This design comes from an exercise in tuning for small area on the open sky130 flow, not from production work. Function was checked by simulation only, so behaviour that the tests miss may differ from the original. Power and IR drop assume default switching activity.

$ cat design/flow/run.sh
#!/bin/bash
# synth_recipe.tcl (not shown) runs the flow's synth.tcl, then flattens the netlist and writes it again
# the make line also repeats each setting of config.mk as NAME=value (left out here)
make -C /OpenROAD-flow-scripts/flow DESIGN_CONFIG=/design/flow/config.mk WORK_HOME=/design/flow/orfs CLKGATE_MAP_FILE= SYNTH_SCRIPT=/design/flow/synth_recipe.tcl finish
$ cat design/flow/config.mk
export PLATFORM = sky130hd
export DESIGN_NAME = regfile_mp
export DESIGN_NICKNAME = regfile_mp
export VERILOG_FILES = /design/flow/design.v
export SDC_FILE = /design/flow/constraint.sdc
export NUM_CORES = 4
export LEC_CHECK = 0
export CAP_MARGIN = 20
export CORE_MARGIN = 2
export CORE_UTILIZATION = 40
export SLEW_MARGIN = 20
$ cat design/flow/constraint.sdc
create_clock -name core_clock -period 8.0 [get_ports {clk}]
set_input_delay 1.6000 -clock core_clock [delete_from_list [all_inputs] [get_ports {clk}]]
set_output_delay 1.6000 -clock core_clock [all_outputs]
set_load 0.01 [all_outputs]
$ cat design/flow/design.v
module regfile_mp_merge #(
  parameter int NUM_WR = 2,
  parameter int BITS   = 32,
  parameter int ADDR_W = 5,
  parameter int LANES  = BITS / 8
) (
  input  logic [ADDR_W-1:0]        addr_i,
  input  logic [NUM_WR-1:0]        wr_en_i,
  input  logic [NUM_WR*ADDR_W-1:0] wr_addr_i,
  input  logic [NUM_WR*BITS-1:0]   wr_data_i,
  input  logic [NUM_WR*LANES-1:0]  wr_be_i,
  output logic [BITS-1:0]          data_o,
  output logic [LANES-1:0]         mask_o,
  output logic                     hit_o
);
  always_comb begin
    data_o = '0;
    mask_o = '0;
    hit_o  = 1'b0;
    for (int k = 0; k < NUM_WR; k++) begin
      if (wr_en_i[k] && (wr_addr_i[k*ADDR_W +: ADDR_W] == addr_i)) begin
        hit_o = 1'b1;
        for (int b = 0; b < LANES; b++) begin
          if (wr_be_i[k*LANES + b]) begin
            data_o[b*8 +: 8] = wr_data_i[k*BITS + b*8 +: 8];
            mask_o[b]        = 1'b1;
          end
        end
      end
    end
  end
endmodule
module regfile_mp #(
  parameter int WORDS    = 32,
  parameter int BITS     = 32,
  parameter int NUM_RD   = 2,
  parameter int NUM_WR   = 2,
  parameter int BYPASS   = 1,
  parameter int ZERO_REG = 1,
  parameter int ADDR_W   = $clog2(WORDS),
  parameter int LANES    = BITS / 8
) (
  input  logic                     clk,
  input  logic                     rst,
  input  logic [NUM_WR-1:0]        wr_en,
  input  logic [NUM_WR*ADDR_W-1:0] wr_addr,
  input  logic [NUM_WR*BITS-1:0]   wr_data,
  input  logic [NUM_WR*LANES-1:0]  wr_be,
  input  logic [NUM_RD*ADDR_W-1:0] rd_addr,
  output logic [NUM_RD*BITS-1:0]   rd_data,
  output logic [NUM_RD-1:0]        rd_busy,
  input  logic                     sb_set_en,
  input  logic [ADDR_W-1:0]        sb_set_addr,
  output logic [WORDS-1:0]         busy_vec
);
  logic [WORDS-1:0][BITS-1:0] mem_q, mem_d;
  logic [WORDS-1:0]           busy_q, busy_d;
  for (genvar r = 0; r < WORDS; r++) begin : g_reg
    localparam logic [ADDR_W-1:0] RA = ADDR_W'(r);
    if (ZERO_REG != 0 && r == 0) begin : g_zero
      assign mem_d[r]  = '0;
      assign busy_d[r] = 1'b0;
    end else begin : g_live
      logic [BITS-1:0]  m_data;
      logic [LANES-1:0] m_mask;
      logic             m_hit;
      logic             set;
      regfile_mp_merge #(
        .NUM_WR (NUM_WR),
        .BITS   (BITS),
        .ADDR_W (ADDR_W),
        .LANES  (LANES)
      ) u_wmerge (
        .addr_i    (RA),
        .wr_en_i   (wr_en),
        .wr_addr_i (wr_addr),
        .wr_data_i (wr_data),
        .wr_be_i   (wr_be),
        .data_o    (m_data),
        .mask_o    (m_mask),
        .hit_o     (m_hit)
      );
      always_comb begin
        mem_d[r] = mem_q[r];
        for (int b = 0; b < LANES; b++) begin
          if (m_mask[b]) mem_d[r][b*8 +: 8] = m_data[b*8 +: 8];
        end
      end
      assign set       = sb_set_en && (sb_set_addr == RA);
      assign busy_d[r] = set ? 1'b1 : (m_hit ? 1'b0 : busy_q[r]);
    end
  end
  always_ff @(posedge clk or posedge rst) begin
    if (rst) begin
      mem_q  <= '0;
      busy_q <= '0;
    end else begin
      mem_q  <= mem_d;
      busy_q <= busy_d;
    end
  end
  assign busy_vec = busy_q;
  for (genvar p = 0; p < NUM_RD; p++) begin : g_rd
    logic [ADDR_W-1:0] ra;
    logic              in_range;
    logic              is_zero;
    logic [BITS-1:0]   stored;
    logic [BITS-1:0]   merged;
    logic [BITS-1:0]   byp_data;
    logic [LANES-1:0]  byp_mask;
    logic              byp_hit;
    assign ra       = rd_addr[p*ADDR_W +: ADDR_W];
    assign in_range = (32'(ra) < 32'(WORDS));
    assign is_zero  = (ZERO_REG != 0) && (ra == '0);
    assign stored   = in_range ? mem_q[ra] : '0;
    if (BYPASS != 0) begin : g_byp
      regfile_mp_merge #(
        .NUM_WR (NUM_WR),
        .BITS   (BITS),
        .ADDR_W (ADDR_W),
        .LANES  (LANES)
      ) u_bmerge (
        .addr_i    (ra),
        .wr_en_i   (wr_en),
        .wr_addr_i (wr_addr),
        .wr_data_i (wr_data),
        .wr_be_i   (wr_be),
        .data_o    (byp_data),
        .mask_o    (byp_mask),
        .hit_o     (byp_hit)
      );
    end else begin : g_nobyp
      assign byp_data = '0;
      assign byp_mask = '0;
      assign byp_hit  = 1'b0;
    end
    always_comb begin
      merged = stored;
      for (int b = 0; b < LANES; b++) begin
        if (byp_mask[b]) merged[b*8 +: 8] = byp_data[b*8 +: 8];
      end
    end
    assign rd_data[p*BITS +: BITS] = (rst || is_zero || !in_range) ? '0 : merged;
    assign rd_busy[p] = !rst && in_range && busy_q[ra] && !byp_hit;
  end
endmodule
==> summary.txt <==
status=no timing/DRC/antenna violations; clock skew after layout=0 ns; Final HPWL DP=179 mm; Logic pwr share=27.6%; Hold Buf Count CTS=0; Fin Setup TNS=0 ns; commonest cells in the netlist=nor2_1 (1089), a21oi_1 (1058), mux2i_1 (1047); nets@finish=6396; FMAX=133 MHz; first-pass GRT wire length=385 mm; die area=169000 sq um; Final Cycle Share=93.7%; Netlist Area Pre-Place=66200 sq um; Net Sw Power=5.91 mW; initial detailed-routing violation count=7996; final antenna-violating net count=0; GRT Total Usage=31.2%; Starting Density=40.2%; capturing element type of the critical path=output port; Critical Path AT=5.90 ns; compound-gate portion of the synthesized area=12.1%; WHS Path Cells=2; sw frac=32.3%; syn_area_per_cell=10.3 sq um; Internal Power=12.4 mW; RSZ-0062 raised after global routing=no; vias per cell=6.45; Yosys cell types=67; Pins Over Slew Limit=0; Reg area=25600 sq um; Largest stage delay, worst path=1.03 ns; Max Cap Violations=0; final hold violations=0; Synth Warn #=2; count leader, synth=nor2_1; Post-Synth XOR/XNOR Area=0.265%; core box area=165000 sq um; non-filler cells, final=8593; CTS resizes=0; clock network power share=30.6%; layout cells sized above 1=15.6%; top area cells in the synthesized netlist=dfrtp_1 (39%), mux4_2 (17%), mux2i_1 (16%), a21oi_1 (8.0%), nor2_1 (6.2%); vias=55.4k; maximum fanout along the worst path=6; H-Tree Level Count=3; mux contribution to synthesized area=34.3%; placed insts=8363; cell accounting for the most synthesized area=dfrtp_1; Post-synth EDFFs=0; Pre-Repair DR Iteration Count=8; largest net degree at the start of global routing=180; Area Overhead vs Synth=11.5%; Sequential Power Share=41.8%; Seq/Total Area, Yosys=38.7%; post-route minimum period=7.50 ns; CTS Buffer Depth=3; GR Overflow Total=0; Clock Latency Late Sink=0.76 ns; setup violators final=0; CTS Sinks=1023; die height=411 microns; pwr dens=248 nW/um^2; multi-input combinational cell area=37800 sq um; final core utilization=44.8%; crit path cell chain=clkdlybuf4s50_1 -> xor2_1 -> nor4_2 -> nand3_1 -> nand2_1 -> o22ai_1 -> a211oi_1 -> clkdlybuf4s50_1; simple-gate portion of the synthesized area=10.4%; adder-cell area share of the yosys netlist=0%; synthesis-stage register bit count=1023; Slew Limit Headroom=15.3%; required time worst endpoint=6.40 ns; crit start category=primary input; CTS tree=yes; boundary pin count=200; Leak=36.0 nW; Rows=149; Num CTS Buffers=117; Async SR Flop Fraction=100%; R2R cell count=2; post-synth top area share=38.7%; Post-CTS Setup Inserts=0; most frequent CP cell=clkdlybuf4s50_1; Min-Delay Path Class=reg2reg; # DRC=0; vias in the first global route=51.8k; filler instances=15.4k; initial antenna violation count=18; Crit-path slowest cell=nor4_2; PortBufs=198; clk slew on worst S/H paths=0.06 ns; VDD IR max=0.174 mV; WL final=269 mm; routed length per placed instance=31.3 microns; Root Driver=clkbuf_16; critical path class=in2out; slew of the pin with the lowest slew margin=1.26 ns; Post-Synthesis Cells=6424; Die Wd=411 microns; dominant synthesized flop cell=dfrtp_1; GP Congestion=0.999; post-synth net total=6526; main combinational cell family by area after synthesis=multiplexers
final timing paths:
check / from / end / slack [ns]
worst max-delay path: wr_addr[5] / rd_data[21] / 0.50
worst min-delay path: mem_q[164] / mem_q[164] / 0.50
worst max register to register: busy_q[24] / busy_q[24] / 7.07
worst min register to register: mem_q[164] / mem_q[164] / 0.50
max in group asynchronous: rst / mem_q[98] / 3.21
min in group asynchronous: rst / mem_q[697] / 1.88
cells by family (layout without fill, tap and decap cells):
group	after synthesis	in the layout
multiplexers	1625	1625
flip-flops	1023	1023
buffers and inverters	654	620
XOR/XNOR	20	20
AO/OA/AOI/OAI	1428	1428
other	1	15
AND/OR/NAND/NOR	1673	1673
critical path, delay by kind of cell:
kind / cells / cell delay (ns)
compound gates: 2 / 0.83
xor+xnor: 1 / 0.31
buf+inv: 2 / 1.41
simple gates: 3 / 1.74
final cells by class:
type / count / area share, %
inverter: 12 / 0.0661
clock buffer: 168 / 4.65
tap: 2189 / 3.71
antenna: 14 / 0.0475
clock inverter: 47 / 0.663
sequential: 1023 / 34.7
timing repair buffer: 393 / 4.93
multi-input combinational: 4747 / 51.2
placed cells by master, fill, tap and decap left out, types with 67 or more instances in the layout:
master | Yosys | final
a21oi_1 | 1058 | 1058
mux4_2 | 504 | 504
nand2_1 | 336 | 336
nor2_1 | 1089 | 1077
clkdlybuf4s50_1 | 0 | 185
mux2i_1 | 1047 | 1047
dfrtp_1 | 1023 | 1023
buf_4 | 32 | 180
clkbuf_16 | 0 | 117
a22o_1 | 71 | 71
o22ai_1 | 67 | 67
sequential cells by signal, summed over array words and instances (netlist names):
signal / count
busy_q: 31
mem_q: 992
power by group through the flow:
stage / logic [mW] / registers, mW / clock network, mW
final: 5.05 / 7.65 / 5.60
after global placement: 4.85 / 7.61 / 0
after global routing: 5.37 / 7.81 / 5.83
after floorplan: 3.65 / 7.33 / 0
after CTS: 4.96 / 7.61 / 5.64
after detailed placement: 4.95 / 7.69 / 0
routing by layer:
layer,vias to the layer above,GRT usage [%],part of all wire [%]
li1,23300,-,-
met1,27700,41.8,39
met2,3639,44.3,42
met3,764,10.4,13
met4,22,17.0,6.4
met5,-,0.537,0.093
stage by stage:
step	cell area [sq um]	setup WS [ns]	hold WS (ns)	power, mW
floorplan	66200	-13.22	0.451	11.0
global route	73700	0.457	0.526	19.0
detailed placement	69800	0.804	0.487	12.6
global placement	69800	0.775	0.481	12.5
finish	73800	0.503	0.504	18.3
CTS	73700	0.808	0.501	18.2

static timing again, ports no longer ideal:
The results above use ideal ports. As a check the final layout listed here was re-extracted and re-timed, cells and wires unchanged.
Step 1 assumes that a clkbuf_16 drives the clock port and a buf_2 every other input.
Step 2 moves the port delays by t, midway between the first and last clock arrival at a register: inputs arrive t later, outputs are due t later. That takes back most of the time a late clock gives input paths.
Slacks: no drivers / after step 1 / after step 2; pairs: no drivers / after step 1.
t, ns: 0.843
setup WS [ns]: 0.503 / 0.471 / 0.471
latest minus earliest clock arrival (ns): 0.051 / 0.051
cell pins on the clock port's net: 1
After both steps this run still meets setup and hold. The setup slack of this run moves by -0.032 ns with the drivers and by -0.032 ns with both steps.
